Source: an optimization exercise on an open RTL-to-GDS flow (aim: small area, a short achievable clock period and few clock cycles per item). Production flows keep margins and buffers that such runs may drop. RTL that was checked went through simulation tests only; none was proved equivalent to the original.

==> v19 <==
Design aes128_iter_encrypt, start of the top module:
module aes128_iter_encrypt #(
  parameter int Nb = 128,
  parameter int UNROLL = 1
) (
  input  logic          clk,
  input  logic          reset,
  input  logic          in_valid,
  output logic          in_ready,
  input  logic [Nb-1:0] plain_text,
  input  logic [Nb-1:0] round_key,
  output logic          out_valid,
  input  logic          out_ready,
  output logic [Nb-1:0] cipher_text,
  output logic          busy
);
export LEC_CHECK = 0
export CAP_MARGIN = 20
export CORE_MARGIN = 2
export CORE_UTILIZATION = 45
export PLACE_DENSITY = 0.6
export SETUP_SLACK_MARGIN = 5
export SLEW_MARGIN = 20
export SYNTH_HIERARCHICAL = 1
export SYNTH_MINIMUM_KEEP_SIZE = 0
create_clock -name core_clock -period 9.0 [get_ports {clk}]
run.sh (not shown) runs the stock make flow with config.mk's settings and CLKGATE_MAP_FILE= SYNTH_SCRIPT=/design/flow/synth_recipe.tcl, a recipe that flattens the netlist after the stock synthesis.
==> v2 (differences from v19) <==
--- a/flow/design.v
+++ b/flow/design.v
@@ -15,31 +15,29 @@
 );
   localparam int NR = 10;
   function automatic logic [7:0] rcon(input logic [3:0] r);
     rcon = r == 4'd9 ? 8'h1b : r == 4'd10 ? 8'h36 : 8'h01 << (r - 4'd1);
   endfunction
   logic [127:0] s2_y, s2_k, s1_x, s1_k, ct_q;
   logic [79:0] s1_m;
-  logic [15:0] s1_km;
+  logic [19:0] s1_km;
   logic [3:0] s2_rnd, s1_rnd;
-  logic s2_v, s1_v, ct_v, ir_q, busy_q;
+  logic s2_v, s1_v, ct_v;
   logic s1_fin, leave, stall, accept;
-  logic s1_v_d, s2_v_d, ct_v_d;
-  logic [3:0] s1_rnd_d, s2_rnd_d;
   assign s1_fin = s1_v && s1_rnd == 4'(NR - 1);
   assign leave = s1_fin && (!ct_v || out_ready);
   assign stall = s1_fin && ct_v && !out_ready;
-  assign in_ready = ir_q;
+  assign in_ready = !s1_v || (s1_fin && !ct_v);
   assign accept = in_valid && in_ready;
   assign out_valid = ct_v;
   assign cipher_text = ct_q;
-  assign busy = busy_q;
+  assign busy = s1_v || s2_v;
   logic [127:0] a_x;
   logic [79:0] a_m;
-  logic [15:0] a_km;
+  logic [19:0] a_km;
   stage_a u_a (
     .y(s2_y), .k(s2_k), .mix(s2_rnd != 4'd0),
     .x(a_x), .m(a_m), .km(a_km));
   logic [127:0] b_y, b_k, b_ct, n_y, n_k;
   logic ins;
   stage_b u_b (
     .x(s1_x), .m(s1_m), .k(s1_k), .km(s1_km), .rc(rcon(s1_rnd + 4'd1)),
@@ -53,54 +51,40 @@
       s1_k <= s2_k;
       s1_km <= a_km;
       s2_y <= n_y;
       s2_k <= n_k;
     end
     if (leave) ct_q <= b_ct;
   end
-  always_comb begin
-    s1_v_d = s1_v;
-    s1_rnd_d = s1_rnd;
-    s2_v_d = s2_v;
-    s2_rnd_d = s2_rnd;
-    if (!stall) begin
-      s1_v_d = s2_v;
-      s1_rnd_d = s2_rnd;
-      s2_v_d = (s1_v && !s1_fin) || accept;
-      s2_rnd_d = s1_v && !s1_fin ? s1_rnd + 4'd1 : 4'd0;
-    end
-    ct_v_d = leave || (ct_v && !out_ready);
-  end
   always_ff @(posedge clk or negedge reset) begin
     if (!reset) begin
       s1_v <= 1'b0;
       s2_v <= 1'b0;
       ct_v <= 1'b0;
       s1_rnd <= '0;
       s2_rnd <= '0;
-      ir_q <= 1'b1;
-      busy_q <= 1'b0;
     end else begin
-      s1_v <= s1_v_d;
-      s1_rnd <= s1_rnd_d;
-      s2_v <= s2_v_d;
-      s2_rnd <= s2_rnd_d;
-      ct_v <= ct_v_d;
-      ir_q <= !s1_v_d || (s1_rnd_d == 4'(NR - 1) && !ct_v_d);
-      busy_q <= s1_v_d || s2_v_d;
+      if (!stall) begin
+        s1_v <= s2_v;
+        s1_rnd <= s2_rnd;
+        s2_v <= (s1_v && !s1_fin) || accept;
+        s2_rnd <= s1_v && !s1_fin ? s1_rnd + 4'd1 : 4'd0;
+      end
+      if (leave) ct_v <= 1'b1;
+      else if (out_ready) ct_v <= 1'b0;
     end
   end
 endmodule
 module stage_a (
   input  logic [127:0] y,
   input  logic [127:0] k,
   input  logic         mix,
   output logic [127:0] x,
   output logic [79:0]  m,
-  output logic [15:0]  km
+  output logic [19:0]  km
 );
   logic [127:0] g, s;
   logic [31:0] kx;
   xv #(128) u_g (.a(y), .b(k), .y(g));
   for (genvar c = 0; c < 4; c++) begin : g_mc
     logic [7:0] d [4];
     logic [7:0] e [4];
@@ -127,34 +111,34 @@
   end
   for (genvar i = 0; i < 16; i++) begin : g_sb
     assign x[127-8*i -: 8] = s[127-8*((i+4*(i%4))%16) -: 8];
     aes_sbox_a u_sa (.x(x[127-8*i -: 8]), .m(m[79-5*i -: 5]));
   end
   assign kx = {k[23:0], k[31:24]};
   for (genvar i = 0; i < 4; i++) begin : g_kb
-    aes_sbox_akn u_ka (.x(kx[31-8*i -: 8]), .m(km[15-4*i -: 4]));
+    aes_sbox_an u_ka (.x(kx[31-8*i -: 8]), .m(km[19-5*i -: 5]));
   end
 endmodule
 module stage_b (
   input  logic [127:0] x,
   input  logic [79:0]  m,
   input  logic [127:0] k,
-  input  logic [15:0]  km,
+  input  logic [19:0]  km,
   input  logic [7:0]   rc,
   output logic [127:0] y,
   output logic [127:0] nk,
   output logic [127:0] ct
 );
   logic [31:0] sk, kx, p0, p1, p2, p3;
   for (genvar i = 0; i < 16; i++) begin : g_sb
     aes_sbox_b u_sb (.x(x[127-8*i -: 8]), .m(m[79-5*i -: 5]), .y(y[127-8*i -: 8]));
   end
   assign kx = {k[23:0], k[31:24]};
   for (genvar i = 0; i < 4; i++) begin : g_kb
-    aes_sbox_bkn u_kb (.x(kx[31-8*i -: 8]), .m(km[15-4*i -: 4]), .y(sk[31-8*i -: 8]));
+    aes_sbox_bn u_kb (.x(kx[31-8*i -: 8]), .m(km[19-5*i -: 5]), .y(sk[31-8*i -: 8]));
   end
   xv #(8) u_p0 (.a(k[127:120]), .b(rc), .y(p0[31:24]));
   assign p0[23:0] = k[119:96];
   xv #(32) u_p1 (.a(p0), .b(k[95:64]), .y(p1));
   xv #(32) u_p2 (.a(p1), .b(k[63:32]), .y(p2));
   xv #(32) u_p3 (.a(p2), .b(k[31:0]), .y(p3));
   xnv #(32) u_nk0 (.a(p0), .b(sk), .y(nk[127:96]));
@@ -363,20 +347,20 @@
   xn g_s2 (.a(L19), .b(L28), .y(y[5]));
   xr g_s3 (.a(L6), .b(L21), .y(y[4]));
   xr g_s4 (.a(L20), .b(L22), .y(y[3]));
   xr g_s5 (.a(L25), .b(L29), .y(y[2]));
   xn g_s6 (.a(L13), .b(L27), .y(y[1]));
   xn g_s7 (.a(L6), .b(L23), .y(y[0]));
 endmodule
-module aes_sbox_akn (
+module aes_sbox_an (
   input  logic [7:0] x,
-  output logic [3:0] m
+  output logic [4:0] m
 );
   logic U0, U1, U2, U3, U4, U5, U6, U7;
-  logic T1, T2, T3, T4, T5, T6, T7, T8, T9, T10, T11, T12, T13, T14, T15, T16, T17, T18, T19, T20, T21, T22, T23, T24, T25, T26, T27, M1, M2, M3, M4, M5, M6, M7, M8, M9, M10, M11, M12, M13, M14, M15, M16, M17, M18, M19;
+  logic T1, T2, T3, T4, T5, T6, T7, T8, T9, T10, T11, T12, T13, T14, T15, T16, T17, T18, T19, T20, T21, T22, T23, T24, T26, T27, M1, M2, M3, M4, M5, M6, M7, M8, M9, M10, M11, M12, M13, M14, M15, M16, M17, M18;
   assign {U0, U1, U2, U3, U4, U5, U6, U7} = x;
   xr g_t1 (.a(U0), .b(U3), .y(T1));
   xr g_t2 (.a(U0), .b(U5), .y(T2));
   xr g_t3 (.a(U0), .b(U6), .y(T3));
   xr g_t4 (.a(U3), .b(U5), .y(T4));
   xr g_t5 (.a(U4), .b(U6), .y(T5));
   xr g_t6 (.a(T1), .b(T5), .y(T6));
@@ -394,15 +378,15 @@
   xr g_t18 (.a(U3), .b(U7), .y(T18));
   xn g_t19 (.a(T7), .b(T18), .y(T19));
   xn g_t20 (.a(T1), .b(T19), .y(T20));
   xr g_t21 (.a(U6), .b(U7), .y(T21));
   xr g_t22 (.a(T7), .b(T21), .y(T22));
   xr g_t23 (.a(T2), .b(T22), .y(T23));
   xr g_t24 (.a(T2), .b(T10), .y(T24));
-  xr g_t25 (.a(T20), .b(T17), .y(T25));
+  xr g_t25 (.a(T20), .b(T17), .y(m[0]));
   xr g_t26 (.a(T3), .b(T16), .y(T26));
   xr g_t27 (.a(T1), .b(T12), .y(T27));
   nd g_m1 (.a(T13), .b(T6), .y(M1));
   nd g_m2 (.a(T23), .b(T8), .y(M2));
   xn g_m3 (.a(T14), .b(M1), .y(M3));
   nr g_m4 (.a(T19), .b(U7), .y(M4));
   xn g_m5 (.a(M4), .b(M1), .y(M5));
@@ -415,30 +399,29 @@
   nd g_m12 (.a(T4), .b(T27), .y(M12));
   xr g_m13 (.a(M12), .b(M11), .y(M13));
   nd g_m14 (.a(T2), .b(T10), .y(M14));
   xr g_m15 (.a(M14), .b(M11), .y(M15));
   xn g_m16 (.a(M3), .b(M2), .y(M16));
   xr g_m17 (.a(M5), .b(T24), .y(M17));
   xn g_m18 (.a(M8), .b(M7), .y(M18));
-  xr g_m19 (.a(M10), .b(M15), .y(M19));
+  xr g_m19 (.a(M10), .b(M15), .y(m[4]));
   xr g_m20 (.a(M16), .b(M13), .y(m[3]));
   xr g_m21 (.a(M17), .b(M15), .y(m[2]));
   xr g_m22 (.a(M18), .b(M13), .y(m[1]));
-  xr g_m23 (.a(M19), .b(T25), .y(m[0]));
 endmodule
-module aes_sbox_bkn (
+module aes_sbox_bn (
   input  logic [7:0] x,
-  input  logic [3:0] m,
+  input  logic [4:0] m,
   output logic [7:0] y
 );
   logic U0, U1, U2, U3, U4, U5, U6, U7;
-  logic M20, M21, M22, M23;
-  logic T1, T2, T3, T4, T5, T6, T7, T8, T9, T10, T11, T12, T13, T15, T16, T17, T18, T19, T20, T21, T22, T23, T27, M24, M25, M26, M27, M28, M29, M30, M31, M32, M33, M34, M35, M36, M37, M38, M39, M40, M41, M42, M43, M44, M45, M46, M47, M48, M49, M50, M51, M52, M53, M54, M55, M56, M57, M58, M59, M60, M61, M62, M63, L0, L1, L2, L3, L4, L5, L6, L7, L8, L9, L10, L11, L12, L13, L14, L15, L16, L17, L18, L19, L20, L21, L22, L23, L24, L25, L26, L27, L28, L29;
+  logic M19, M20, M21, M22, T25;
+  logic T1, T2, T3, T4, T5, T6, T7, T8, T9, T10, T11, T12, T13, T15, T16, T17, T18, T19, T20, T21, T22, T23, T27, M23, M24, M25, M26, M27, M28, M29, M30, M31, M32, M33, M34, M35, M36, M37, M38, M39, M40, M41, M42, M43, M44, M45, M46, M47, M48, M49, M50, M51, M52, M53, M54, M55, M56, M57, M58, M59, M60, M61, M62, M63, L0, L1, L2, L3, L4, L5, L6, L7, L8, L9, L10, L11, L12, L13, L14, L15, L16, L17, L18, L19, L20, L21, L22, L23, L24, L25, L26, L27, L28, L29;
   assign {U0, U1, U2, U3, U4, U5, U6, U7} = x;
-  assign {M20, M21, M22, M23} = m;
+  assign {M19, M20, M21, M22, T25} = m;
   xr g_t1 (.a(U0), .b(U3), .y(T1));
   xr g_t2 (.a(U0), .b(U5), .y(T2));
   xr g_t3 (.a(U0), .b(U6), .y(T3));
   xr g_t4 (.a(U3), .b(U5), .y(T4));
   xr g_t5 (.a(U4), .b(U6), .y(T5));
   xr g_t6 (.a(T1), .b(T5), .y(T6));
   xr g_t7 (.a(U1), .b(U2), .y(T7));
@@ -454,14 +437,15 @@
   xr g_t18 (.a(U3), .b(U7), .y(T18));
   xn g_t19 (.a(T7), .b(T18), .y(T19));
   xn g_t20 (.a(T1), .b(T19), .y(T20));
   xr g_t21 (.a(U6), .b(U7), .y(T21));
   xr g_t22 (.a(T7), .b(T21), .y(T22));
   xr g_t23 (.a(T2), .b(T22), .y(T23));
   xr g_t27 (.a(T1), .b(T12), .y(T27));
+  xr g_m23 (.a(M19), .b(T25), .y(M23));
   xn g_m24 (.a(M22), .b(M23), .y(M24));
   nd g_m25 (.a(M22), .b(M20), .y(M25));
   xr g_m26 (.a(M21), .b(M25), .y(M26));
   xn g_m27 (.a(M20), .b(M21), .y(M27));
   xr g_m28 (.a(M23), .b(M25), .y(M28));
   nr g_m29 (.a(M28), .b(M27), .y(M29));
   nr g_m30 (.a(M26), .b(M24), .y(M30));
==> flow/flow/run.sh (new file) <==
#!/bin/bash
set -euo pipefail
sed -e 's/SETUP_SLACK_MARGIN=[0-9.]*/SETUP_SLACK_MARGIN=5.5/' standard.sh > standard_own.sh
grep -q 'SETUP_SLACK_MARGIN=5.5' standard_own.sh
bash standard_own.sh > make.log 2>&1
==> flow/standard.sh (new file) <==
#!/bin/bash
# synth_recipe.tcl (not shown) runs the flow's synth.tcl, then flattens the netlist and writes it again
# the make line also repeats each setting of config.mk as NAME=value (left out here)
make -C /OpenROAD-flow-scripts/flow DESIGN_CONFIG=/design/flow/config.mk WORK_HOME=/design/flow/orfs CLKGATE_MAP_FILE= SYNTH_SCRIPT=/design/flow/synth_recipe.tcl "${@:-finish}"
removed: flow/run.sh
==> results.json <==
{
  "run_status": "no timing/DRC/antenna violations",
  "die-area_mm2": 0.130,
  "cp_cell_sequence": "xor2_1 -> xor2_2 -> xor2_1 -> nand2_1 -> xnor2_2 -> xor2_2 -> xor2_1 -> xor2_1 -> nand2_1 -> xor2_1 -> xor2_1",
  "bufAreaShareNonClock_pct": 6.51,
  "period_needed_ns": 3.93,
  "crit_path_top_delay_cell": "edfxtp_1"
}
[end of results for v19]
==> results.json <==
{
  "run_status": "no timing/DRC/antenna violations",
  "crit_path_top_delay_cell": "xnor2_1",
  "cp_cell_sequence": "xor2_2 -> buf_6 -> xnor2_4 -> nor2_1 -> xnor2_2 -> xnor2_1 -> nand2_2 -> xor2_2 -> xnor2_4 -> buf_6 -> buf_6 -> xor2_2 -> buf_4 -> buf_12 -> xor2_4 -> xor2_1",
  "die-area_mm2": 0.131,
  "synth_seq_area_share_pct": 39.1
}
[end of results for v2]
Testbench counts of v2, summed over its fixed seeds: cycles 8,040, items 800.
The RTL of v19 was laid out without a check of its function.

separate check: timing with driven ports:
How much do the figures lean on ideal ports? The routed layouts below were timed once more, with nothing changed but the port constraints.
Step 1: set_driving_cell puts a clkbuf_16 on clk and a buf_2 on each other input, an assumption about the parent block.
Step 2 also shifts input and output timing later by t, the mid clock arrival at the registers, as if the neighbouring blocks saw the same clock.
a / b / c = ideal ports / drivers / drivers and shift; a / b = the first two.
| run | t, ns | setup slack, ns | worst hold slack (ns) |
|---|---|---|---|
| v19 | 0.782 | 5.072 / 5.072 / 4.565 | 0.456 / 0.456 / 0.456 |
| v2 | 0.786 | 5.214 / 5.214 / 4.878 | 0.473 / 0.473 / 0.473 |
After both steps every run listed still meets setup and hold. The setup slack of v19, which loses most, moves by 0.000 ns with the drivers and by -0.507 ns with both steps.
